From an optimization exercise on the open Yosys and OpenROAD flow, aimed at small area, a short achievable clock period and few clock cycles per item; shortcuts taken in it are not production practice.
The RTL was checked by simulation tests, not by an equivalence proof against the original design.
Power and IR drop assume default switching activity.

Setup of job 5853:
// multiplierTop
module multiplierTop (
	input logic clk,
	input logic reset,
	input logic inValid,
	output logic inReady,
	input logic [35:0] inOperands,
	output logic outValid,
	input logic outReady,
	output logic [35:0] outProduct
);
Size: ~1,700 cells after synthesis, ~360 flip-flops, about 78 I/O pins.
Settings: LEC_CHECK=0, ABC_AREA=1, CAP_MARGIN=20, CORE_MARGIN=2, CORE_UTILIZATION=40, SETUP_SLACK_MARGIN=2.8, SLEW_MARGIN=20, TNS_END_PERCENT=0; clock period 5.0 ns.
run.sh (not shown) runs the stock make flow with config.mk's settings and CLKGATE_MAP_FILE= SYNTH_SCRIPT=/design/flow/synth_recipe.tcl, a recipe that flattens the netlist after the stock synthesis.
Testbench counts of job 5853, summed over its fixed seeds: cycles 32,048, items 32,000.
> inputs changed (job 5853 -> job 9572)
- a change of TNS_END_PERCENT from 0 to 10
- a deleted ABC_AREA that had been 1
--- outcome ---
Job 9572 | stages: all done | timing, DRC, antenna: all pass
Length of routed met2 wiring, job 5853 and job 9572, higher one = job 5853.
Destination of the critical timing path = prodReg[4][32]: job 9572; destination of the critical timing path = mulCore_inst.r1_454: job 5853
Compared with job 5853, in job 9572 number of inverters outside the clock class in the layout fell 52%; area growth from synthesis to final layout rose 9.8 points; non-clock buffer count rose 137; post-route total power fell about 1.2%; least setup slack across all paths after layout rose 0.11 ns.
What job 9978 does differently from job 9572 at the input level:
- swapping 20 for 0 in SLEW_MARGIN
- swapping 20 for 0 in CAP_MARGIN
- swapping 10 for 0 in TNS_END_PERCENT
- putting CTS_CLUSTER_DIAMETER at 70 where nothing was set
- putting CTS_CLUSTER_SIZE at 30 where nothing was set
==> comparison <==
- The overall power after layout of job 9978 was superior to that of job 9572.
- Job 9978 ends up with higher fraction of power spent switching nets than job 9572 does.
- Changes observed in job 9978 relative to job 9572: fraction of area in clock buffers and inverters dropped 1.1 points, wire length went down.
- Going from job 9572 to job 9978, fraction of cell area in non-clock buffers went down, clock buffer count went down.
## Diff of input files: job 6645 against job 9978
- CAP_MARGIN changed from 0 to 20
- SLEW_MARGIN changed from 0 to 20
- CTS_CLUSTER_DIAMETER changed from 70 to 60
- CTS_CLUSTER_SIZE changed from 30 to 25
### Flow results
Job 9978 consumes less power than job 6645.
The setup slack of job 6645 is larger than that of job 9978.
Looking only at fraction of the cycle the final worst path needs, and setting everything else aside, the lower value of job 6645 and job 9978 goes to job 6645.
Job 6645 ended with more routed wire length than job 9978.
Job 6645 reports a higher power dissipated by switching net loads than job 9978 does.
Row via count of the first global-routing pass: job 6645 lower / job 9978 higher
STATUS minimum clock period: job 6645 wins against job 9978
In job 6645, the final area came out about 0.8% above the value in job 9978.
In job 6645 the final hold slack turned out 0.0066 ns lower than in job 9978.
Relative to job 9978, the global-route wire length before repair measured on job 6645 has increased slightly.
Post-synthesis instance area of job 6645 is on par with job 9978.

---

multiplierTop again, from the RTL that the note above started with.
## multiplierTop
module multiplierTop (
	input logic clk,
	input logic reset,
	input logic inValid,
	output logic inReady,
	input logic [35:0] inOperands,
	output logic outValid,
	input logic outReady,
	output logic [35:0] outProduct
);
Settings: LEC_CHECK=0, CAP_MARGIN=20, CORE_MARGIN=2, CORE_UTILIZATION=40, CTS_CLUSTER_DIAMETER=80, CTS_CLUSTER_SIZE=40, SETUP_SLACK_MARGIN=2.8, SLEW_MARGIN=20, TNS_END_PERCENT=0; clock period 5.0 ns.
Testbench counts at the start, summed over its fixed seeds: cycles 32,048, items 32,000.
==> next run, changes <==
--- a/flow/config.mk
+++ b/flow/config.mk
@@ -10,5 +10,3 @@
 export CORE_UTILIZATION = 40
-export CTS_CLUSTER_DIAMETER = 80
-export CTS_CLUSTER_SIZE = 40
-export SETUP_SLACK_MARGIN = 2.8
+export SETUP_SLACK_MARGIN = 3.2
 export SLEW_MARGIN = 20
After rerunning: The changed run completed without violations. Global-route usage increases by 0.62 points. Total power increases by about 5.4%. Die area stays the same. Clock power increases by 26%. Clock-buffer cell count increases by 29.
==> next run, changes <==
--- a/flow/config.mk
+++ b/flow/config.mk
@@ -9,5 +9,6 @@
 export CORE_MARGIN = 2
-export CORE_UTILIZATION = 40
-export SETUP_SLACK_MARGIN = 3.2
+export CORE_UTILIZATION = 55
+export PLACE_DENSITY = 0.7
+export SETUP_SLACK_MARGIN = 2.8
 export SLEW_MARGIN = 20
-export TNS_END_PERCENT = 0
+export TNS_END_PERCENT = 10
The changed run completed with no timing, DRC or antenna violations.
Synthesized cell count does not change.
Via count rises by 1.9%.
Clock skew stays flat.
Setup slack gets worse by 0.061 ns.
Routed wire length falls by 5.1%.
Critical path depth falls by 1.
Final cell count falls by 7.9%.
Total power barely changes.
Synthesized area stays the same.
Die area falls by 27%.
Clock power falls by about 7%.
==> next run, changes <==
--- a/flow/config.mk
+++ b/flow/config.mk
@@ -9,6 +9,7 @@
 export CORE_MARGIN = 2
-export CORE_UTILIZATION = 55
-export PLACE_DENSITY = 0.7
+export CORE_UTILIZATION = 40
+export CTS_CLUSTER_DIAMETER = 70
+export CTS_CLUSTER_SIZE = 30
 export SETUP_SLACK_MARGIN = 2.8
 export SLEW_MARGIN = 20
-export TNS_END_PERCENT = 10
+export TNS_END_PERCENT = 0
The new run produced a clean layout.
Setup slack improved by 0.056 ns.
Utilization goes down by 19 points.
Global-route usage falls by 5.9 points.
Combinational power fell by 5.5%.
==> next run, changes <==
--- a/flow/config.mk
+++ b/flow/config.mk
@@ -10,6 +10,3 @@
 export CORE_UTILIZATION = 40
-export CTS_CLUSTER_DIAMETER = 70
-export CTS_CLUSTER_SIZE = 30
-export SETUP_SLACK_MARGIN = 2.8
+export SETUP_SLACK_MARGIN = 3.0
 export SLEW_MARGIN = 20
-export TNS_END_PERCENT = 0
=> Wire length rises by 9.3%. Design area went up by 9.4%. Via count grows by 3.2%. Clock-buffer cell count is higher by 24. Register-to-register slack loses 0.02 ns. Die area is unchanged. Area after synthesis does not change. Non-clock buffer count goes up by 70. Sequential cell count stays the same.
==> next run, changes <==
--- a/flow/config.mk
+++ b/flow/config.mk
@@ -10,3 +10,4 @@
 export CORE_UTILIZATION = 40
-export SETUP_SLACK_MARGIN = 3.0
+export SETUP_SLACK_MARGIN = 2.8
 export SLEW_MARGIN = 20
+export TNS_END_PERCENT = 0
Via count drops by 2.5%.
Worst setup slack improves by 0.037 ns.
Register-to-register slack improves by 0.04 ns.
Synthesized area stays the same.
Wire length falls by 6.5%.
Utilization drops by 4.0 points.
Synthesized cell count stays the same.
Sequential cell count stays the same.

---

Another version of the RTL of multiplierTop (not shown whole).
Size: about 360 flip-flops, ~19000 sq um of cells after synthesis.
make LEC_CHECK=0 CAP_MARGIN=20 CORE_MARGIN=2 CORE_UTILIZATION=40 CTS_CLUSTER_DIAMETER=75 CTS_CLUSTER_SIZE=35 SETUP_SLACK_MARGIN=2.7 SLEW_MARGIN=20 finish   # period 5.0 ns
Testbench counts at the start, summed over its fixed seeds: cycles 32,048, items 32,000.
==> next run, changes <==
CTS_CLUSTER_DIAMETER = 70   (was 75)
CTS_CLUSTER_SIZE = 30   (was 35)
SETUP_SLACK_MARGIN = 2.8   (was 2.7)
TNS_END_PERCENT = 5   (was unset)
Synthesized cell count stays the same.
Combinational power fell by about 4%.
Non-clock buffer count fell by 1.
==> next run, changes <==
TNS_END_PERCENT = 50   (was 5)
What happened: The new run produced a clean layout. Critical path depth is unchanged. Clock-buffer cell count goes down by 2. Fmax grows by about 5%. Area after synthesis does not change. Via count increases by about 2.2%. Wire length grows by 3.2%. Sequential share of layout area shrinks by 1.6 points. Final area goes up by 3.5%.
==> next run, changes <==
TNS_END_PERCENT = unset   (was 50)
Effect:
- worst hold slack degrades by 17 ps
- total power goes down slightly
- combinational power goes down slightly
- setup slack improves by 29 ps
==> next run, changes <==
SETUP_SLACK_MARGIN = 2.6   (was 2.8)
Result:
- The new run completed with no timing, DRC or antenna violations
- flip-flop and latch count is unchanged
- combinational power falls by 6.3%
- routed wire length falls by 3.9%
- non-clock buffer count falls by 31
- global-route usage falls by 0.66 points
- via count falls by 2.0%
- design area falls by 3.3%
- total power falls by 2.7%
- clock-buffer cell count falls by 1
- register-to-register slack is worse by 110 ps
==> next run, changes <==
SETUP_SLACK_MARGIN = 2.7   (was 2.6)
- The changed run finished with timing, DRC and antenna clean
- combinational power is higher by a few percent
- worst setup slack gets better by 150 ps
- hold slack gets better by 17 ps

---

multiplierTop again, from the RTL that the note above started with.
clock: 5.0 ns
lec_check: 0
cap_margin: 20
core_margin: 2
core_utilization: 40
cts_cluster_diameter: 70
cts_cluster_size: 30
setup_slack_margin: 2.75
slew_margin: 20
Testbench counts at the start, summed over its fixed seeds: cycles 32,048, items 32,000.
Next try:
SETUP_SLACK_MARGIN = 2.8   (was 2.75)
TNS_END_PERCENT = 0   (was not set)
Outcome:
- non-clock buffer count goes down by 41
- global-route usage fell by 0.63 points
- die area does not change
- worst setup slack loses 0.19 ns
- wire length shrinks by 4.6%
- design area falls by 4.3%
- synthesized area stays the same
- maximum frequency drops by 7.5%
- final cell count falls by 2.0%
- count of clock-buffer cells in the layout fell by 1
- clock skew came out lower by 0.0086 ns

---

delta:
multiplierTop with an RTL version that a note above also has.
For scale: about 1400 cells after synthesis, roughly 360 flip-flops, about 19000 sq um of cells after synthesis.
Design multiplierTop, start of the top module:
module multiplierTop (
	input logic clk,
	input logic reset,
	input logic inValid,
	output logic inReady,
	input logic [35:0] inOperands,
	output logic outValid,
	input logic outReady,
	output logic [35:0] outProduct
);
	localparam int coreStages = 3;
	localparam int stages = mulPkg::capacity - 1;
	localparam int width = mulPkg::productWidth;
	logic [stages:1] valid;
	logic [stages+1:1] ready;
	logic [35:0] coreIn;
	logic coreInValid;
	logic [width-1:0] coreProd;
	logic [width-1:0] prodReg [stages:coreStages+1];
	assign ready[stages+1] = outReady;
	for (genvar k = 1; k <= stages; k++) begin : readyChain
		assign ready[k] = !valid[k] || ready[k+1];
	end
	logic skidValid;
	logic [35:0] skidData;
	assign inReady = !skidValid;
	assign coreIn = skidValid ? skidData : inOperands;
	assign coreInValid = skidValid || inValid;
	always_ff @(posedge clk) begin
		if (reset) begin
			skidValid <= 1'b0;
		end else if (skidValid) begin
			skidValid <= !ready[1];
		end else begin
			skidValid <= inValid && !ready[1];
		end
	end
	always_ff @(posedge clk) begin
		if (!skidValid) begin
			skidData <= inOperands;
		end
	end
	always_ff @(posedge clk) begin
		if (reset) begin
			valid <= '0;
		end else begin
			if (ready[1]) begin
				valid[1] <= coreInValid;
			end
			for (int k = 2; k <= stages; k++) begin
				if (ready[k]) begin
					valid[k] <= valid[k-1];
				end
			end
		end
	end
	mulCore mulCore_inst (
		.clk(clk),
		.en(ready[(coreStages > 0 ? coreStages : 1):1]),
		.ops(coreIn),
		.prod(coreProd)
	);
	always_ff @(posedge clk) begin
		if (ready[coreStages+1]) begin
			prodReg[coreStages+1] <= coreProd;
		end
		for (int k = coreStages + 2; k <= stages; k++) begin
  ...
clock: 5.0 ns
lec_check: 0
cap_margin: 20
core_margin: 2
core_utilization: 40
cts_cluster_diameter: 70
cts_cluster_size: 30
gpl_routability_driven: 0
setup_slack_margin: 2.8
slew_margin: 20
tns_end_percent: 0
Both conditions hold for delta: the flow ran to the end and the final layout passed the timing, DRC and antenna checks.
Testbench counts of delta, summed over its fixed seeds: cycles 32,048, items 32,000.
Changes in gamma relative to delta:
Settings: removing CTS_CLUSTER_SIZE (formerly 30); removing CTS_CLUSTER_DIAMETER (formerly 70); removing TNS_END_PERCENT (formerly 0); removing GPL_ROUTABILITY_DRIVEN (formerly 0).
Results
gamma: full flow OK, the timing, DRC and antenna checks passed
delta ran to completion and came out clean on the timing, DRC and antenna checks.
Looking at gamma and delta, the data arrival time at the worst-slack endpoint is a wash.
Changes observed in gamma relative to delta: total routing resource utilization after global routing rose 0.70 points, achievable frequency now sits at about the same level, highest ir drop seen on vdd decreased by 31 uV relative to the old numbers, mux contribution to synthesized area roughly the same.
On final cycle utilization of the critical path, gamma and delta are neck and neck.

## what the ideal ports hide
No port has a modelled driver above. Below, the same layouts with a new extraction and two added sets of constraints.
Step 1: set_driving_cell puts a clkbuf_16 on clk and a buf_2 on each other input, an assumption about the parent block.
Step 2 moves the port delays by t, midway between the first and last clock arrival at a register: inputs arrive t later, outputs are due t later. That takes back most of the time a late clock gives input paths.
Three values: ideal ports, drivers, drivers and shift; two values: the first two.
run | shift t [ns] | setup WS [ns] | worst setup path at the end | pins driven straight from the clock port
job 5853 | 0.623 | 2.546 / 2.530 / 1.999 | input to register | 1
job 9572 | 0.603 | 2.659 / 2.659 / 2.139 | input to register | 1
job 9978 | 0.613 | 2.662 / 2.662 / 2.100 | input to register | 1
job 6645 | 0.620 | 2.674 / 2.674 / 2.122 | input to register | 1
the first run of note 2 | 0.605 | 2.691 / 2.693 / 2.108 | input to register | 1
the second run of note 2 | 0.589 | 2.668 / 2.668 / 2.154 | input to register | 1
the third run of note 2 | 0.581 | 2.607 / 2.568 / 2.094 | input to register | 1
the fourth run of note 2 | 0.613 | 2.662 / 2.662 / 2.100 | input to register | 1
the fifth run of note 2 | 0.613 | 2.641 / 2.641 / 2.469 | input to register | 1
the sixth run of note 2 | 0.590 | 2.677 / 2.648 / 2.148 | input to register | 1
the first run of note 3 | 0.599 | 2.732 / 2.717 / 2.512 | input to register | 1
the second run of note 3 | 0.611 | 2.569 / 2.535 / 2.569 | register to register | 1
the third run of note 3 | 0.605 | 2.681 / 2.681 / 2.590 | input to register | 1
the fourth run of note 3 | 0.612 | 2.710 / 2.710 / 2.375 | input to register | 1
the fifth run of note 3 | 0.597 | 2.595 / 2.595 / 2.193 | input to register | 1
the sixth run of note 3 | 0.618 | 2.742 / 2.719 / 2.510 | input to register | 1
the first run of note 4 | 0.613 | 2.729 / 2.729 / 2.483 | input to register | 1
the second run of note 4 | 0.620 | 2.544 / 2.525 / 2.544 | register to register | 1
delta | 0.613 | 2.662 / 2.662 / 2.100 | input to register | 1
gamma | 0.603 | 2.660 / 2.660 / 2.506 | input to register | 1
After both steps every run listed still meets setup and hold. The setup slack of the first run of note 2, which loses most, moves by +0.002 ns with the drivers and by -0.583 ns with both steps.
